What follows belongs to an exercise in optimizing a design on an open flow for small area, a short achievable clock period and few clock cycles per item; a production flow would make more cautious choices. RTL that was checked went through simulation tests only; none was proved equivalent to the original. For run 1, only the layout was checked, not whether the RTL still works.

===== run.sh =====
#!/bin/bash
# synth_recipe.tcl (not shown) runs the flow's synth.tcl, then flattens the netlist and writes it again
# the make line also repeats each setting of config.mk as NAME=value (left out here)
make -C /OpenROAD-flow-scripts/flow DESIGN_CONFIG=/design/flow/config.mk WORK_HOME=/design/flow/orfs CLKGATE_MAP_FILE= SYNTH_SCRIPT=/design/flow/synth_recipe.tcl finish

===== config.mk =====
export PLATFORM = sky130hd
export DESIGN_NAME = md5_stream_hasher
export DESIGN_NICKNAME = md5_stream_hasher
export VERILOG_FILES = /design/flow/design.v
export SDC_FILE = /design/flow/constraint.sdc
export NUM_CORES = 4
export LEC_CHECK = 0
export ABC_CLOCK_PERIOD_IN_PS = 6000
export CAP_MARGIN = 20
export CORE_MARGIN = 2
export CORE_UTILIZATION = 40
export SETUP_SLACK_MARGIN = 4.5
export SLEW_MARGIN = 20

===== constraint.sdc =====
create_clock -name core_clock -period 9.0 [get_ports {clk}]
set_input_delay 1.8000 -clock core_clock [delete_from_list [all_inputs] [get_ports {clk}]]
set_output_delay 1.8000 -clock core_clock [all_outputs]
set_load 0.01 [all_outputs]

===== design.v =====
package md5_pkg;
    localparam logic [31:0] IV_A = 32'h6745_2301;
    localparam logic [31:0] IV_B = 32'hefcd_ab89;
    localparam logic [31:0] IV_C = 32'h98ba_dcfe;
    localparam logic [31:0] IV_D = 32'h1032_5476;
    function automatic logic [31:0] md5_k(input logic [5:0] rnd);
        case (rnd)
            6'd0:  md5_k = 32'hd76aa478;
            6'd1:  md5_k = 32'he8c7b756;
            6'd2:  md5_k = 32'h242070db;
            6'd3:  md5_k = 32'hc1bdceee;
            6'd4:  md5_k = 32'hf57c0faf;
            6'd5:  md5_k = 32'h4787c62a;
            6'd6:  md5_k = 32'ha8304613;
            6'd7:  md5_k = 32'hfd469501;
            6'd8:  md5_k = 32'h698098d8;
            6'd9:  md5_k = 32'h8b44f7af;
            6'd10: md5_k = 32'hffff5bb1;
            6'd11: md5_k = 32'h895cd7be;
            6'd12: md5_k = 32'h6b901122;
            6'd13: md5_k = 32'hfd987193;
            6'd14: md5_k = 32'ha679438e;
            6'd15: md5_k = 32'h49b40821;
            6'd16: md5_k = 32'hf61e2562;
            6'd17: md5_k = 32'hc040b340;
            6'd18: md5_k = 32'h265e5a51;
            6'd19: md5_k = 32'he9b6c7aa;
            6'd20: md5_k = 32'hd62f105d;
            6'd21: md5_k = 32'h02441453;
            6'd22: md5_k = 32'hd8a1e681;
            6'd23: md5_k = 32'he7d3fbc8;
            6'd24: md5_k = 32'h21e1cde6;
            6'd25: md5_k = 32'hc33707d6;
            6'd26: md5_k = 32'hf4d50d87;
            6'd27: md5_k = 32'h455a14ed;
            6'd28: md5_k = 32'ha9e3e905;
            6'd29: md5_k = 32'hfcefa3f8;
            6'd30: md5_k = 32'h676f02d9;
            6'd31: md5_k = 32'h8d2a4c8a;
            6'd32: md5_k = 32'hfffa3942;
            6'd33: md5_k = 32'h8771f681;
            6'd34: md5_k = 32'h6d9d6122;
            6'd35: md5_k = 32'hfde5380c;
            6'd36: md5_k = 32'ha4beea44;
            6'd37: md5_k = 32'h4bdecfa9;
            6'd38: md5_k = 32'hf6bb4b60;
            6'd39: md5_k = 32'hbebfbc70;
            6'd40: md5_k = 32'h289b7ec6;
            6'd41: md5_k = 32'heaa127fa;
            6'd42: md5_k = 32'hd4ef3085;
            6'd43: md5_k = 32'h04881d05;
            6'd44: md5_k = 32'hd9d4d039;
            6'd45: md5_k = 32'he6db99e5;
            6'd46: md5_k = 32'h1fa27cf8;
            6'd47: md5_k = 32'hc4ac5665;
            6'd48: md5_k = 32'hf4292244;
            6'd49: md5_k = 32'h432aff97;
            6'd50: md5_k = 32'hab9423a7;
            6'd51: md5_k = 32'hfc93a039;
            6'd52: md5_k = 32'h655b59c3;
            6'd53: md5_k = 32'h8f0ccc92;
            6'd54: md5_k = 32'hffeff47d;
            6'd55: md5_k = 32'h85845dd1;
            6'd56: md5_k = 32'h6fa87e4f;
            6'd57: md5_k = 32'hfe2ce6e0;
            6'd58: md5_k = 32'ha3014314;
            6'd59: md5_k = 32'h4e0811a1;
            6'd60: md5_k = 32'hf7537e82;
            6'd61: md5_k = 32'hbd3af235;
            6'd62: md5_k = 32'h2ad7d2bb;
            6'd63: md5_k = 32'heb86d391;
            default: md5_k = 32'h0;
        endcase
    endfunction
    function automatic logic [3:0] md5_g(input logic [5:0] rnd);
        logic [3:0] ri;
        ri = rnd[3:0];
        case (rnd[5:4])
            2'd0: md5_g = ri;
            2'd1: md5_g = (ri << 2) + ri + 4'd1;
            2'd2: md5_g = (ri << 1) + ri + 4'd5;
            2'd3: md5_g = (ri << 3) - ri;
            default: md5_g = ri;
        endcase
    endfunction
    function automatic logic [2:0] md5_tap(input logic [5:0] rnd);
        case (rnd)
            6'd16: md5_tap = 3'd0;
            6'd17: md5_tap = 3'd2;
            6'd18: md5_tap = 3'd4;
            6'd19: md5_tap = 3'd6;
            6'd20: md5_tap = 3'd0;
            6'd21: md5_tap = 3'd2;
            6'd22: md5_tap = 3'd4;
            6'd23: md5_tap = 3'd6;
            6'd24: md5_tap = 3'd0;
            6'd25: md5_tap = 3'd2;
            6'd26: md5_tap = 3'd4;
            6'd27: md5_tap = 3'd6;
            6'd28: md5_tap = 3'd0;
            6'd29: md5_tap = 3'd2;
            6'd30: md5_tap = 3'd4;
            6'd31: md5_tap = 3'd6;
            6'd32: md5_tap = 3'd2;
            6'd33: md5_tap = 3'd3;
            6'd34: md5_tap = 3'd4;
            6'd35: md5_tap = 3'd5;
            6'd36: md5_tap = 3'd6;
            6'd37: md5_tap = 3'd7;
            6'd38: md5_tap = 3'd0;
            6'd39: md5_tap = 3'd1;
            6'd40: md5_tap = 3'd2;
            6'd41: md5_tap = 3'd3;
            6'd42: md5_tap = 3'd4;
            6'd43: md5_tap = 3'd5;
            6'd44: md5_tap = 3'd6;
            6'd45: md5_tap = 3'd7;
            6'd46: md5_tap = 3'd0;
            6'd47: md5_tap = 3'd1;
            6'd48: md5_tap = 3'd7;
            6'd49: md5_tap = 3'd2;
            6'd50: md5_tap = 3'd5;
            6'd51: md5_tap = 3'd0;
            6'd52: md5_tap = 3'd3;
            6'd53: md5_tap = 3'd6;
            6'd54: md5_tap = 3'd1;
            6'd55: md5_tap = 3'd4;
            6'd56: md5_tap = 3'd7;
            6'd57: md5_tap = 3'd2;
            6'd58: md5_tap = 3'd5;
            6'd59: md5_tap = 3'd0;
            6'd60: md5_tap = 3'd3;
            6'd61: md5_tap = 3'd6;
            6'd62: md5_tap = 3'd1;
            6'd63: md5_tap = 3'd4;
            default: md5_tap = 3'd0;
        endcase
    endfunction
endpackage
module md5_ram (
    input  logic        clk,
    input  logic        we,
    input  logic [31:0] wdata,
    input  logic [7:0]  tap,
    output logic [31:0] newest,
    output logic [31:0] tapped
);
    logic [15:0][31:0] ring;
    always_ff @(posedge clk)
    begin
        ring[14:0] <= ring[15:1];
        ring[15]   <= we ? wdata : ring[0];
    end
    assign newest = ring[15];
    always_comb
    begin
        tapped = '0;
        for (int k = 0; k < 8; k++)
        begin
            tapped = tapped | ({32{tap[k]}} & ring[2*k]);
        end
    end
endmodule
module md5_round (
    input  logic [3:0]  fsel,
    input  logic [15:0] rsel,
    input  logic [31:0] pre,
    input  logic [31:0] b,
    input  logic [31:0] c,
    input  logic [31:0] d,
    output logic [31:0] b_next
);
    logic [31:0] f;
    logic [31:0] sum;
    logic [31:0] rot;
    always_comb
    begin
        f   = ({32{fsel[0]}} & (d ^ (b & (c ^ d))))
            | ({32{fsel[1]}} & (c ^ (d & (b ^ c))))
            | ({32{fsel[2]}} & (b ^ c ^ d))
            | ({32{fsel[3]}} & (c ^ (b | ~d)));
        sum = pre + f;
        rot = ({32{rsel[0]}} & {sum[24:0], sum[31:25]})
            | ({32{rsel[1]}} & {sum[19:0], sum[31:20]})
            | ({32{rsel[2]}} & {sum[14:0], sum[31:15]})
            | ({32{rsel[3]}} & {sum[9:0], sum[31:10]})
            | ({32{rsel[4]}} & {sum[26:0], sum[31:27]})
            | ({32{rsel[5]}} & {sum[22:0], sum[31:23]})
            | ({32{rsel[6]}} & {sum[17:0], sum[31:18]})
            | ({32{rsel[7]}} & {sum[11:0], sum[31:12]})
            | ({32{rsel[8]}} & {sum[27:0], sum[31:28]})
            | ({32{rsel[9]}} & {sum[20:0], sum[31:21]})
            | ({32{rsel[10]}} & {sum[15:0], sum[31:16]})
            | ({32{rsel[11]}} & {sum[8:0], sum[31:9]})
            | ({32{rsel[12]}} & {sum[25:0], sum[31:26]})
            | ({32{rsel[13]}} & {sum[21:0], sum[31:22]})
            | ({32{rsel[14]}} & {sum[16:0], sum[31:17]})
            | ({32{rsel[15]}} & {sum[10:0], sum[31:11]});
        b_next = b + rot;
    end
endmodule
module md5_stream_hasher (
    input  logic        clk,
    input  logic        rst_n,
    input  logic        in_valid,
    output logic        in_ready,
    input  logic [31:0] in_word,
    input  logic [2:0]  in_byte_count,
    input  logic        in_last,
    output logic        out_valid,
    input  logic        out_ready,
    output logic [31:0] digest_a,
    output logic [31:0] digest_b,
    output logic [31:0] digest_c,
    output logic [31:0] digest_d
);
    logic [4:0]  w_reg;         
    logic [3:0]  wait_reg;      
    logic [1:0]  o_reg;         
    logic [23:0] partial_reg;
    logic        mend_reg;      
    logic        pad80_reg;     
    logic        lflag_reg;     
    logic [5:0]  lbib_reg;      
    logic        ifirst_reg;    
    logic [54:0] blk_reg;       
    logic [6:1]  bcy_reg;       
    logic [6:0]  pn_reg;        
    logic        bub_reg;
    logic        r15v_reg;      
    logic [31:0] pre_reg;
    logic [7:0]  tsel_reg;      
    logic        sv_reg;
    logic        sfin_reg;
    logic        sinit_reg;
    logic [3:0]  fsel_reg;
    logic [15:0] rsel_reg;
    logic [3:0]  hupd_reg;      
    logic        rfirst_reg;
    logic        rlast_reg;
    logic [31:0] a_reg, b_reg, c_reg, d_reg;
    logic [31:0] ha_reg, hb_reg, hc_reg, hd_reg;
    logic        out_valid_reg;
    logic        pfin;
    logic        open;
    logic [3:0]  w_eff;
    logic        start;
    logic        slot;
    logic [2:0]  cnt;
    logic [31:0] word_masked;
    logic [55:0] merged;
    logic [2:0]  total;
    logic        accept;
    logic        ins_data;
    logic        ins_pad;
    logic        ins;
    logic [31:0] ins_word;
    logic [31:0] pad_word;
    logic        miss;
    logic        done;
    logic        blk_inc;
    logic [31:0] ring_new;
    logic [31:0] ring_tap;
    assign pfin  = pn_reg[6];
    assign open  = !w_reg[4] || pfin;
    assign w_eff = w_reg[4] ? 4'd0 : w_reg[3:0];
    assign start = (w_eff == 4'd0);
    assign slot  = open && (start || (wait_reg == 4'd0));
    always_comb
    begin
        cnt = in_byte_count[2] ? 3'd4 : in_byte_count;
        for (int k = 0; k < 4; k++)
        begin
            word_masked[8*k +: 8] = (3'(k) < cnt) ? in_word[8*k +: 8] : 8'h00;
        end
        merged = {32'h0, partial_reg} | ({24'h0, word_masked} << {o_reg, 3'b000});
        total  = {1'b0, o_reg} + cnt;
    end
    assign in_ready = !mend_reg && slot;
    assign accept   = in_valid && in_ready;
    assign ins_data = accept && total[2];
    assign ins_pad  = mend_reg && slot;
    assign ins      = ins_data || ins_pad;
    assign miss     = slot && !ins && !start;
    assign done     = ins_pad && lflag_reg && (w_eff == 4'd15);
    assign blk_inc  = ins_data && (w_eff == 4'd15);
    always_comb
    begin
        if (!pad80_reg)
        begin
            pad_word = {8'h00, partial_reg} | (32'h80 << {o_reg, 3'b000});
        end
        else if (w_eff == 4'd14)
        begin
            pad_word = {blk_reg[22:0], lbib_reg, 3'b000};
        end
        else if ((w_eff == 4'd15) && lflag_reg)
        begin
            pad_word = blk_reg[54:23];
        end
        else
        begin
            pad_word = '0;
        end
        ins_word = mend_reg ? pad_word : merged[31:0];
    end
    md5_ram u_ring (
        .clk    (clk),
        .we     (ins),
        .wdata  (ins_word),
        .tap    (tsel_reg),
        .newest (ring_new),
        .tapped (ring_tap)
    );
    logic        r1;
    logic        pgo;
    logic        stall61;
    logic [31:0] a_next, b_next, c_next, d_next;
    logic [31:0] msg;
    logic [31:0] pre_next;
    logic [6:0]  pn_next;
    assign r1      = (pn_reg[6:4] == 3'd0);
    assign pn_next = !pgo ? pn_reg : (pfin ? 7'd0 : (pn_reg + 7'd1));
    always_comb
    begin
        stall61 = 1'b0;
        if (pfin)
        begin
            pgo = 1'b1;
        end
        else if (r1)
        begin
            pgo = r15v_reg;
        end
        else if ((pn_reg[5:0] == 6'd48) && !bub_reg)
        begin
            pgo = 1'b0;
        end
        else if (pn_reg[5:0] == 6'd61)
        begin
            pgo     = (wait_reg == 4'd0) && !out_valid_reg;
            stall61 = (wait_reg == 4'd0) && out_valid_reg;
        end
        else
        begin
            pgo = 1'b1;
        end
        msg      = r1 ? ring_new : ring_tap;
        pre_next = a_next + md5_pkg::md5_k(pn_reg[5:0]) + msg;
    end
    logic [31:0] b_step;
    logic [31:0] src_a, src_b, src_c, src_d;
    logic [31:0] hsel;
    logic [31:0] fsum;
    md5_round u_round (
        .fsel   (fsel_reg),
        .rsel   (rsel_reg),
        .pre    (pre_reg),
        .b      (b_reg),
        .c      (c_reg),
        .d      (d_reg),
        .b_next (b_step)
    );
    always_comb
    begin
        src_a = rfirst_reg ? md5_pkg::IV_A : ha_reg;
        src_b = rfirst_reg ? md5_pkg::IV_B : hb_reg;
        src_c = rfirst_reg ? md5_pkg::IV_C : hc_reg;
        src_d = rfirst_reg ? md5_pkg::IV_D : hd_reg;
        hsel  = ({32{hupd_reg[0]}} & src_a) | ({32{hupd_reg[1]}} & src_d)
              | ({32{hupd_reg[2]}} & src_c) | ({32{hupd_reg[3]}} & src_b);
        fsum  = hsel + b_reg;
        if (sv_reg)
        begin
            a_next = d_reg;
            b_next = b_step;
            c_next = b_reg;
            d_next = c_reg;
        end
        else if (sfin_reg)
        begin
            a_next = rlast_reg ? md5_pkg::IV_A : ha_reg;
            b_next = rlast_reg ? md5_pkg::IV_B : fsum;
            c_next = rlast_reg ? md5_pkg::IV_C : hc_reg;
            d_next = rlast_reg ? md5_pkg::IV_D : hd_reg;
        end
        else
        begin
            a_next = a_reg;
            b_next = b_reg;
            c_next = c_reg;
            d_next = d_reg;
        end
    end
    always_ff @(posedge clk or negedge rst_n)
    begin
        if (!rst_n)
        begin
            w_reg         <= '0;
            wait_reg      <= '0;
            o_reg         <= '0;
            partial_reg   <= '0;
            mend_reg      <= 1'b0;
            pad80_reg     <= 1'b0;
            lflag_reg     <= 1'b0;
            ifirst_reg    <= 1'b1;
            blk_reg       <= '0;
            bcy_reg       <= '0;
            pn_reg        <= '0;
            tsel_reg      <= '0;
            bub_reg       <= 1'b0;
            r15v_reg      <= 1'b0;
            sv_reg        <= 1'b0;
            sfin_reg      <= 1'b1;
            sinit_reg     <= 1'b1;
            hupd_reg      <= '0;
            rlast_reg     <= 1'b1;
            out_valid_reg <= 1'b0;
        end
        else
        begin
            r15v_reg <= ins;
            if (ins)
            begin
                w_reg <= {1'b0, w_eff} + 5'd1;
            end
            else if (pfin && w_reg[4])
            begin
                w_reg <= '0;
            end
            if (miss || stall61)
            begin
                wait_reg <= 4'd15;
            end
            else if (wait_reg != 4'd0)
            begin
                wait_reg <= wait_reg - 4'd1;
            end
            if (accept)
            begin
                o_reg       <= total[1:0];
                partial_reg <= total[2] ? merged[55:32] : merged[23:0];
                if (in_last)
                begin
                    mend_reg <= 1'b1;
                end
            end
            else if (ins_pad && !pad80_reg)
            begin
                o_reg       <= '0;
                partial_reg <= '0;
            end
            if (ins_pad)
            begin
                pad80_reg <= 1'b1;
                if (pad80_reg && (w_eff == 4'd14))
                begin
                    lflag_reg <= 1'b1;
                end
            end
            if (done)
            begin
                mend_reg  <= 1'b0;
                pad80_reg <= 1'b0;
                lflag_reg <= 1'b0;
            end
            if (ins && (w_eff == 4'd15))
            begin
                ifirst_reg <= done;
            end
            if (done)
            begin
                blk_reg <= '0;
                bcy_reg <= '0;
            end
            else
            begin
                blk_reg[7:0] <= blk_reg[7:0] + {7'h0, blk_inc};
                bcy_reg[1]   <= blk_inc && (blk_reg[7:0] == 8'hff);
                for (int k = 1; k < 6; k++)
                begin
                    blk_reg[8*k +: 8] <= blk_reg[8*k +: 8] + {7'h0, bcy_reg[k]};
                    bcy_reg[k+1]      <= bcy_reg[k] && (blk_reg[8*k +: 8] == 8'hff);
                end
                blk_reg[54:48] <= blk_reg[54:48] + {6'h0, bcy_reg[6]};
            end
            pn_reg   <= pn_next;
            tsel_reg <= 8'h01 << md5_pkg::md5_tap(pn_next[5:0]);
            if (pgo)
            begin
                bub_reg <= 1'b0;
            end
            else if (pn_reg[5:0] == 6'd48)
            begin
                bub_reg <= 1'b1;
            end
            sv_reg    <= pgo && !pfin;
            sfin_reg  <= pgo && pfin;
            hupd_reg  <= pgo ? {pfin, (pn_reg == 7'd63), (pn_reg == 7'd62), (pn_reg == 7'd61)} : 4'b0000;
            sinit_reg <= 1'b0;
            if (done)
            begin
                rlast_reg <= 1'b1;
            end
            else if (sfin_reg)
            begin
                rlast_reg <= 1'b0;
            end
            out_valid_reg <= (sfin_reg && rlast_reg && !sinit_reg) || (out_valid_reg && !out_ready);
        end
    end
    always_ff @(posedge clk)
    begin
        if (accept && in_last)
        begin
            lbib_reg <= {w_eff + {3'b000, total[2]}, total[1:0]};
        end
        pre_reg <= pre_next;
        if (pgo)
        begin
            fsel_reg <= 4'b0001 << pn_reg[5:4];
            rsel_reg <= 16'h0001 << {pn_reg[5:4], pn_reg[1:0]};
            if (pn_reg == 7'd0)
            begin
                rfirst_reg <= ifirst_reg;
            end
        end
        a_reg <= a_next;
        b_reg <= b_next;
        c_reg <= c_next;
        d_reg <= d_next;
        if (hupd_reg[0])
        begin
            ha_reg <= fsum;
        end
        if (hupd_reg[1])
        begin
            hd_reg <= fsum;
        end
        if (hupd_reg[2])
        begin
            hc_reg <= fsum;
        end
        if (hupd_reg[3])
        begin
            hb_reg <= fsum;
        end
    end
    assign out_valid = out_valid_reg;
    assign digest_a  = ha_reg;
    assign digest_b  = hb_reg;
    assign digest_c  = hc_reg;
    assign digest_d  = hd_reg;
endmodule

==> reports/metrics.cfg, run 1 <==
[yosys]
synth.cell_area_sq_mm=0.04559
ys_types=97
synth-edff-count=251
syn-instance-count=4594
yosys.area_share.adder_pct=6.268
synthesis.nets=4839
synthSimpleGateAreaFrac_pct=12.70
synthTopCellsByCount=576 x dfxtp_1, 402 x nand2_1, 319 x nor2_1
ys.flop_type=dfxtp_1
post-synth-top-count-cell=dfxtp_1
avgSynthCellArea_sq_um=9.924
synth_seq_cells=953
synth.area.mux_share_pct=2.047
async_flop_share_pct=13.22
ys_seq_area_share_pct=48.75
synth_top_area_share_pct=25.29
yosys_warnings=3
ys_top_cells_by_area=dfxtp_1 25%, edfxtp_1 17%, dfrtp_1 6.7%
synth_top_family_by_area=compound AO/OA/AOI/OAI gates
synthXorXnorAreaFrac_pct=4.353
synth_compound_area_share_pct=21.97
yosysTopAreaCell=dfxtp_1

[grt]
grt-ovfl-total=0
grt_max_degree=76
grt_pass1_wl_um=255400
track_usage_pct=29.05
antenna_found_initial=6
grt_pass1_vias=37380

[cts]
cts_buffers=94
htree_levels=3
clkLatencyLatePin_ps=710
tritoncts=done
hold_buffers=0
clk_path_buf_depth=3
root_buffer=clkbuf_16
cts_sinks=953
cts.clk_slew.worst_paths_ps=60

[timing]
report.final.slew_viol_count=0
tightest_slew_ps=1187
skew_ps=82.03
tns_ps=0
setup_viol=0
rsz0062_at_grt=true
finalCritPeriodShare_pct=73.82
final.setup.worst_slack_ps=2356
hold_viol_final=0
fin_crit_ps=6644
hold-worst-slack_ps=273.1
relSlewSlack_pct=20.06
fmax_mhz=150.5

[critical_path]
r2r_cells=33
cpPeakStageDelay_ps=400
r2r_setup_slack_ps=2360
critPathArrivalTime_ps=7040
crit_path_top_delay_cell=fa_2
critical_path_class=reg -> reg
cp-start-kind=register
r2r_end=b_reg[18]
cp-end-kind=register
r2r-start=fsel_reg[3]
critical_path.max_fanout=15
cp_data_required_time_ps=9390

[route]
drt_iter0_drc=5985
drc_errors=0
viasPerCell=6.256
via_count=40750
ant_nets=0
wl_um=178600
avgRoutedWirePerCell_um=27.43
firstDrtPassIters=12

[die]
coreArea_sq_mm=0.1128
row_count=123
dieArea_sq_mm=0.1167
io_pins=170
fp.dieH_um=341.6
die_w_um=341.6
start_util_pct=40.42

[cells_and_area]
areaGrowthSynthToFinish_pct=27.92
drive_gt1_share_pct=21.95
nets=5176
largest_reg_flops=512
utilization_pct=51.70

[placed_design]
dp_hpwl_um=118300
numPortBuffers=169
place_ws_ps=1418
gp_congestion=0.9857

[worst_hold_path]
worstHoldStart=u_ring.ring[360]
hp-class=reg -> reg
holdPathStages=0
worstHoldEndpoint=u_ring.ring[328]

[status]
status=complete, no violations

[flow_run]
maxCapViolCount=0

[logic make-up after synthesis]
group                      count (synthesis)
xor gates and xnor gates                 225
DFF                                      953
buffers and inverters                    464
and+or+nand+nor                         1243
muxes                                     78
AOI/OAI and AO/OA                       1425
adders and majority gates                205
other                                      1
[timing repair]
action,CTS,global route
setup buffers,169,122
gates cloned,7,8
gates resized for setup,450,243
pin swaps,128,208
endpoints found under the setup margin,131,82
[cell type report]
cell class / instances / area, sq um
Fill cell: 9884 / 54490
Multi-Input combinational cell: 3180 / 24800
Sequential cell: 953 / 22260
Timing Repair Buffer: 568 / 5438
Clock buffer: 138 / 2853
Tap cell: 1500 / 1877
Inverter: 133 / 585.6
Clock inverter: 39 / 501.7
Timing Repair inverter: 1 / 8.758
Antenna cell: 1 / 2.502
[through the flow]
| stage | cell area, sq um | instances |
|---|---|---|
| after global placement | 49090 | 6029 |
| final | 58320 | 6513 |
| after CTS | 55930 | 6382 |
| after floorplan | 46150 | 4594 |
| after global routing | 58320 | 6512 |
| after detailed placement | 49090 | 6029 |
[worst max-delay path: cells and delay by family (launching register included)]
family	cells	cell delay (ps)
AOI/OAI and AO/OA	15	2700
adders and majority gates	4	1250
and+or+nand+nor	7	1030
buffers and inverters	5	740
DFF	1	350
xor gates and xnor gates	2	290
[how the worst max path moves through the flow]
| stage | from | end | slack (ps) |
|---|---|---|---|
| final | fsel_reg[3] | b_reg[18] | 2360 |
| after global routing | fsel_reg[3] | b_reg[27] | 2160 |
| after CTS | fsel_reg[3] | b_reg[30] | 2450 |
| after detailed placement | fsel_reg[1] | b_reg[30] | 1420 |
| after global placement | fsel_reg[1] | b_reg[30] | 1510 |
| after floorplan | fsel_reg[3] | b_reg[30] | 2860 |
[routing by layer]
layer | up-vias | GRT usage [%] | share of wire, % | wire (um)
met4 | 6 | 9.820 | 4.1 | 7380
met5 | - | 0 | 0.022 | 40
met2 | 2399 | 41.68 | 42 | 74470
met3 | 434 | 6.739 | 11 | 20280
met1 | 20100 | 42.69 | 43 | 76450
li1 | 17810 | - | - | -
[layout by cell type (no fill, tap or decap), drive strengths merged, types with 58 or more instances in the layout]
cell type,count
dfrtp,122
a221oi,80
clkdlybuf4s50,166
a31oi,85
o21ai,269
inv,129
buf,391
clkbuf,145
a22o,58
nand2,402
xnor2,163
a222oi,59
dfxtp,576
ha,166
xor2,61
edfxtp,251
nand4,85
a21oi,225
a22oi,248
and3,69
nand3,116
nor3,84
nor2,320
==> inputs of run 2 (changes only) <==
--- a/design.v
+++ b/design.v
@@ -141,7 +141,7 @@
     input  logic        clk,
     input  logic        we,
     input  logic [31:0] wdata,
-    input  logic [7:0]  tap,
+    input  logic [2:0]  tap,
     output logic [31:0] newest,
     output logic [31:0] tapped
 );
@@ -152,18 +152,11 @@
         ring[15]   <= we ? wdata : ring[0];
     end
     assign newest = ring[15];
-    always_comb
-    begin
-        tapped = '0;
-        for (int k = 0; k < 8; k++)
-        begin
-            tapped = tapped | ({32{tap[k]}} & ring[2*k]);
-        end
-    end
+    assign tapped = ring[{tap, 1'b0}];
 endmodule
 module md5_round (
-    input  logic [3:0]  fsel,
-    input  logic [15:0] rsel,
+    input  logic [1:0]  fsel,
+    input  logic [3:0]  rsel,
     input  logic [31:0] pre,
     input  logic [31:0] b,
     input  logic [31:0] c,
@@ -175,27 +168,31 @@
     logic [31:0] rot;
     always_comb
     begin
-        f   = ({32{fsel[0]}} & (d ^ (b & (c ^ d))))
-            | ({32{fsel[1]}} & (c ^ (d & (b ^ c))))
-            | ({32{fsel[2]}} & (b ^ c ^ d))
-            | ({32{fsel[3]}} & (c ^ (b | ~d)));
+        case (fsel)
+            2'd0: f = d ^ (b & (c ^ d));
+            2'd1: f = c ^ (d & (b ^ c));
+            2'd2: f = b ^ c ^ d;
+            default: f = c ^ (b | ~d);
+        endcase
         sum = pre + f;
-        rot = ({32{rsel[0]}} & {sum[24:0], sum[31:25]})
-            | ({32{rsel[1]}} & {sum[19:0], sum[31:20]})
-            | ({32{rsel[2]}} & {sum[14:0], sum[31:15]})
-            | ({32{rsel[3]}} & {sum[9:0], sum[31:10]})
-            | ({32{rsel[4]}} & {sum[26:0], sum[31:27]})
-            | ({32{rsel[5]}} & {sum[22:0], sum[31:23]})
-            | ({32{rsel[6]}} & {sum[17:0], sum[31:18]})
-            | ({32{rsel[7]}} & {sum[11:0], sum[31:12]})
-            | ({32{rsel[8]}} & {sum[27:0], sum[31:28]})
-            | ({32{rsel[9]}} & {sum[20:0], sum[31:21]})
-            | ({32{rsel[10]}} & {sum[15:0], sum[31:16]})
-            | ({32{rsel[11]}} & {sum[8:0], sum[31:9]})
-            | ({32{rsel[12]}} & {sum[25:0], sum[31:26]})
-            | ({32{rsel[13]}} & {sum[21:0], sum[31:22]})
-            | ({32{rsel[14]}} & {sum[16:0], sum[31:17]})
-            | ({32{rsel[15]}} & {sum[10:0], sum[31:11]});
+        case (rsel)
+            4'd0:  rot = {sum[24:0], sum[31:25]};
+            4'd1:  rot = {sum[19:0], sum[31:20]};
+            4'd2:  rot = {sum[14:0], sum[31:15]};
+            4'd3:  rot = {sum[9:0],  sum[31:10]};
+            4'd4:  rot = {sum[26:0], sum[31:27]};
+            4'd5:  rot = {sum[22:0], sum[31:23]};
+            4'd6:  rot = {sum[17:0], sum[31:18]};
+            4'd7:  rot = {sum[11:0], sum[31:12]};
+            4'd8:  rot = {sum[27:0], sum[31:28]};
+            4'd9:  rot = {sum[20:0], sum[31:21]};
+            4'd10: rot = {sum[15:0], sum[31:16]};
+            4'd11: rot = {sum[8:0],  sum[31:9]};
+            4'd12: rot = {sum[25:0], sum[31:26]};
+            4'd13: rot = {sum[21:0], sum[31:22]};
+            4'd14: rot = {sum[16:0], sum[31:17]};
+            default: rot = {sum[10:0], sum[31:11]};
+        endcase
         b_next = b + rot;
     end
 endmodule
@@ -229,12 +226,11 @@
     logic        bub_reg;
     logic        r15v_reg;      
     logic [31:0] pre_reg;
-    logic [7:0]  tsel_reg;      
     logic        sv_reg;
     logic        sfin_reg;
     logic        sinit_reg;
-    logic [3:0]  fsel_reg;
-    logic [15:0] rsel_reg;
+    logic [1:0]  fsel_reg;
+    logic [3:0]  rsel_reg;
     logic [3:0]  hupd_reg;      
     logic        rfirst_reg;
     logic        rlast_reg;
@@ -308,7 +304,7 @@
         .clk    (clk),
         .we     (ins),
         .wdata  (ins_word),
-        .tap    (tsel_reg),
+        .tap    (md5_pkg::md5_tap(pn_reg[5:0])),
         .newest (ring_new),
         .tapped (ring_tap)
     );
@@ -318,9 +314,7 @@
     logic [31:0] a_next, b_next, c_next, d_next;
     logic [31:0] msg;
     logic [31:0] pre_next;
-    logic [6:0]  pn_next;
-    assign r1      = (pn_reg[6:4] == 3'd0);
-    assign pn_next = !pgo ? pn_reg : (pfin ? 7'd0 : (pn_reg + 7'd1));
+    assign r1 = (pn_reg[6:4] == 3'd0);
     always_comb
     begin
         stall61 = 1'b0;
@@ -407,7 +401,6 @@
             blk_reg       <= '0;
             bcy_reg       <= '0;
             pn_reg        <= '0;
-            tsel_reg      <= '0;
             bub_reg       <= 1'b0;
             r15v_reg      <= 1'b0;
             sv_reg        <= 1'b0;
@@ -484,10 +477,9 @@
                 end
                 blk_reg[54:48] <= blk_reg[54:48] + {6'h0, bcy_reg[6]};
             end
-            pn_reg   <= pn_next;
-            tsel_reg <= 8'h01 << md5_pkg::md5_tap(pn_next[5:0]);
             if (pgo)
             begin
+                pn_reg <= pfin ? 7'd0 : (pn_reg + 7'd1);
                 bub_reg <= 1'b0;
             end
             else if (pn_reg[5:0] == 6'd48)
@@ -518,8 +510,8 @@
         pre_reg <= pre_next;
         if (pgo)
         begin
-            fsel_reg <= 4'b0001 << pn_reg[5:4];
-            rsel_reg <= 16'h0001 << {pn_reg[5:4], pn_reg[1:0]};
+            fsel_reg <= pn_reg[5:4];
+            rsel_reg <= {pn_reg[5:4], pn_reg[1:0]};
             if (pn_reg == 7'd0)
             begin
                 rfirst_reg <= ifirst_reg;
--- a/config.mk
+++ b/config.mk
@@ -9,5 +9,5 @@
 export CAP_MARGIN = 20
 export CORE_MARGIN = 2
 export CORE_UTILIZATION = 40
-export SETUP_SLACK_MARGIN = 4.5
+export SETUP_SLACK_MARGIN = 2.5
 export SLEW_MARGIN = 20
==> run 2 against run 1 <==
  * Register-to-register slack got worse by 480 ps
  * Synthesized area increased by 1.9%
  * Sequential cell count decreased by 24
  * Synthesized cell count increased by 9.7%
  * Non-clock buffer count decreased by 151
==> reports/metrics.cfg, run 2 <==
[status]
status=complete, no violations

[yosys]
synth.cell_area_sq_mm=0.04644  ; +1.9%
async_flop_share_pct=12.70  ; -0.52 points
synth_top_area_share_pct=24.83  ; -0.46 points
synthesis.nets=5302  ; +9.6%
ys.flop_type=dfxtp_1
synth-edff-count=235  ; -6.4%
ys_types=100  ; +3.1%
yosys_warnings=3  ; unchanged
yosysTopAreaCell=dfxtp_1
syn-instance-count=5041  ; +9.7%
ys_seq_area_share_pct=46.39  ; -2.4 points
synth_seq_cells=929  ; -2.5%
ys_top_cells_by_area=dfxtp_1 25%, edfxtp_1 15%, dfrtp_1 6.1%
post-synth-top-count-cell=nand2_1
synthTopCellsByCount=629 x nand2_1, 576 x dfxtp_1, 429 x nor2_1
avgSynthCellArea_sq_um=9.213  ; -7.2%

[route]
wl_um=178300  ; -0.18%
ant_nets=0  ; unchanged
viasPerCell=6.113  ; -2.3%
drc_errors=0  ; unchanged
via_count=41680  ; +2.3%
drt_iter0_drc=5236  ; -13%
avgRoutedWirePerCell_um=26.15  ; -4.6%
firstDrtPassIters=9  ; -3

[placed_design]
gp_congestion=1.006  ; +2.0%
place_inst=6517  ; +8.1%
numPortBuffers=169  ; unchanged
dp_hpwl_um=124700  ; +5.4%

[cells_and_area]
largest_reg_flops=512  ; unchanged
final_cell_mix=624 x nand2_1, 576 x dfxtp_1, 415 x nor2_1, 329 x a21oi_1, 284 x o21ai_0
nets=5475  ; +5.8%
drive_gt1_share_pct=13.49  ; -8.5 points
stdcell_count=6818  ; +4.7%
areaGrowthSynthToFinish_pct=20.39
layout_commonest_cell=nand2_1
fillers=10890  ; +10%

[cts]
root_buffer=clkbuf_16
tritoncts=done
cts.clk_slew.worst_paths_ps=60  ; about the same
htree_levels=3  ; unchanged
clkLatencyLatePin_ps=710  ; about the same
cts_sinks=929  ; -2.5%
clk_path_buf_depth=3  ; unchanged
cts_buffers=92  ; -2.1%

[die]
fp.dieH_um=344.8  ; +0.92%
coreArea_sq_mm=0.1157  ; +2.6%
dieArea_sq_mm=0.1189  ; +1.9%
row_count=125  ; +1.6%
die_w_um=344.8  ; +0.92%
start_util_pct=40.13  ; -0.29 points
io_pins=170  ; unchanged

[timing]
hold_viol_final=0  ; unchanged
skew_ps=42.45  ; -39.58 ps
rsz0062_at_grt=true
report.final.slew_viol_count=0  ; unchanged
relSlewSlack_pct=18.25  ; -1.8 points
finalCritPeriodShare_pct=79.12  ; +5.3 points
tightest_slew_ps=1225  ; +38.46 ps
setup_viol=0  ; unchanged
tns_ps=0  ; unchanged
fin_crit_ps=7121  ; +476.9 ps
fmax_mhz=140.4  ; -6.7%

[grt]
antenna_found_initial=6  ; unchanged
track_usage_pct=29.25  ; +0.20 points
grt-ovfl-total=0  ; unchanged
grt_pass1_wl_um=262700  ; +2.9%
grt_pass1_vias=39430  ; +5.5%
grt_max_degree=97  ; +28%

[critical_path]
r2r-start=fsel_reg[0]
r2r_cells=31  ; -6.1%
critical_path.max_fanout=12  ; -3
cp-startpoint=fsel_reg[0]
cp-end-kind=register
critPathArrivalTime_ps=7590  ; +550 ps
r2r_setup_slack_ps=1880  ; -480 ps
critical_path_class=reg -> reg
cp_data_required_time_ps=9470  ; +80 ps
crit_top_cell=a21o_1
crit_path_top_delay_cell=a2111oi_1
cp-start-kind=register
cpPeakStageDelay_ps=490  ; +90 ps
r2r_end=b_reg[28]

[worst_hold_path]
hp-class=reg -> reg
holdPathStages=0  ; unchanged
worstHoldStart=u_ring.ring[360]
worstHoldEndpoint=u_ring.ring[328]

[flow_run]
maxCapViolCount=0  ; unchanged

run 2: cell count changes in the layout (fill, tap and decap cells not counted), moves of 59 or more:
| cell | delta |
|---|---|
| nor2_1 | +127 |
| a22oi_1 | -159 |
| nand2_1 | +243 |
| a21oi_1 | +159 |
| nand4_1 | -59 |
| o21ai_0 | +93 |
| buf_4 | -97 |
| nand3_1 | +101 |
run 2: worst max-delay path by stage:
stage | slack, ps | cells after the start | to
finish | 1880 | 31 | b_reg[28]
global placement | 1040 | 27 | b_reg[30]
global route | 1610 | 34 | b_reg[27]
detailed placement | 980 | 27 | b_reg[30]
CTS | 1980 | 35 | b_reg[30]
floorplan | 2120 | 35 | b_reg[27]
run 2: repair_timing:
action                                  CTS  global route
buffers inserted                        108            12
hold buffers                              0             0
gates cloned                              6             1
endpoints found under the setup margin   40            32
gates resized for setup                 247            86
pin swaps                               122            44
run 2: metrics by stage:
stage / utilization (%) / setup slack [ps] / area [sq um] / hold WS, ps
floorplan: - / 2118 / 46720 / 309.6
global placement: 43.20 / 1040 / 50000 / 309.9
detailed placement: 43.21 / 975.1 / 50010 / 312.1
CTS: 47.89 / 1977 / 55420 / 298.2
global route: 48.31 / 1615 / 55910 / 308.8
finish: 48.31 / 1879 / 55920 / 308.3
run 2: per-layer routing:
| metal | vias to the layer above | share of wire [%] | track usage (%) |
|---|---|---|---|
| met1 | 20350 | 43 | 41.44 |
| met3 | 430 | 9.4 | 5.915 |
| met2 | 2125 | 42 | 42.84 |
| met5 | - | 0.040 | 0 |
| met4 | 10 | 5.2 | 13.37 |
| li1 | 18760 | - | - |
run 2: final cells by class:
| class | instances | area, sq um | area share, % |
|---|---|---|---|
| multi-input cells | 3642 | 24910 | 44.54 |
| flip-flops and latches | 929 | 21560 | 38.57 |
| clock inverters | 43 | 513.0 | 0.9174 |
| diodes | 2 | 5.005 | 0.008951 |
| well taps | 1524 | 1907 | 3.410 |
| inverters | 132 | 506.7 | 0.9062 |
| repair buffers | 417 | 3881 | 6.941 |
| clock buffers | 129 | 2633 | 4.708 |
run 2: logic make-up (layout without fill, tap and decap cells):
| kind of cell | after synthesis | after routing | synth area share (%) |
|---|---|---|---|
| flops | 929 | 929 | 46.39 |
| xor+xnor | 228 | 228 | 4.316 |
| other cells | 1 | 3 | 0.008074 |
| mux | 50 | 50 | 1.347 |
| simple gates | 1610 | 1610 | 15.41 |
| buf+inv | 472 | 721 | 3.898 |
| compound gates | 1530 | 1532 | 22.03 |
| fa+ha+maj | 221 | 221 | 6.600 |
run 2: critical path, delay by kind of cell (launching register included):
kind	cells	cell delay, ps
adders and majority gates	2	840
DFF	1	440
xor gates and xnor gates	3	440
and+or+nand+nor	3	390
AOI/OAI and AO/OA	18	3970
buffers and inverters	5	800
Testbench counts of run 2, summed over its fixed seeds: cycles 65,000, bytes 44,906.

-- what the ideal ports hide --
No port has a modelled driver above. Below, the same layouts with a new extraction and two added sets of constraints.
Step 1 assumes that a clkbuf_16 drives the clock port and a buf_2 every other input.
Step 2 also shifts input and output timing later by t, the mid clock arrival at the registers, as if the neighbouring blocks saw the same clock.
a / b / c = no drivers / after step 1 / after step 2; a / b = the first two.
run	shift t [ns]	setup WS [ns]	worst hold slack (ns)	worst setup path at the end
run 1	0.750	2.356 / 2.356 / 2.356	0.273 / 0.273 / 0.273	register to register
run 2	0.756	1.879 / 1.879 / 1.879	0.308 / 0.308 / 0.308	register to register
After both steps every run listed still meets setup and hold.
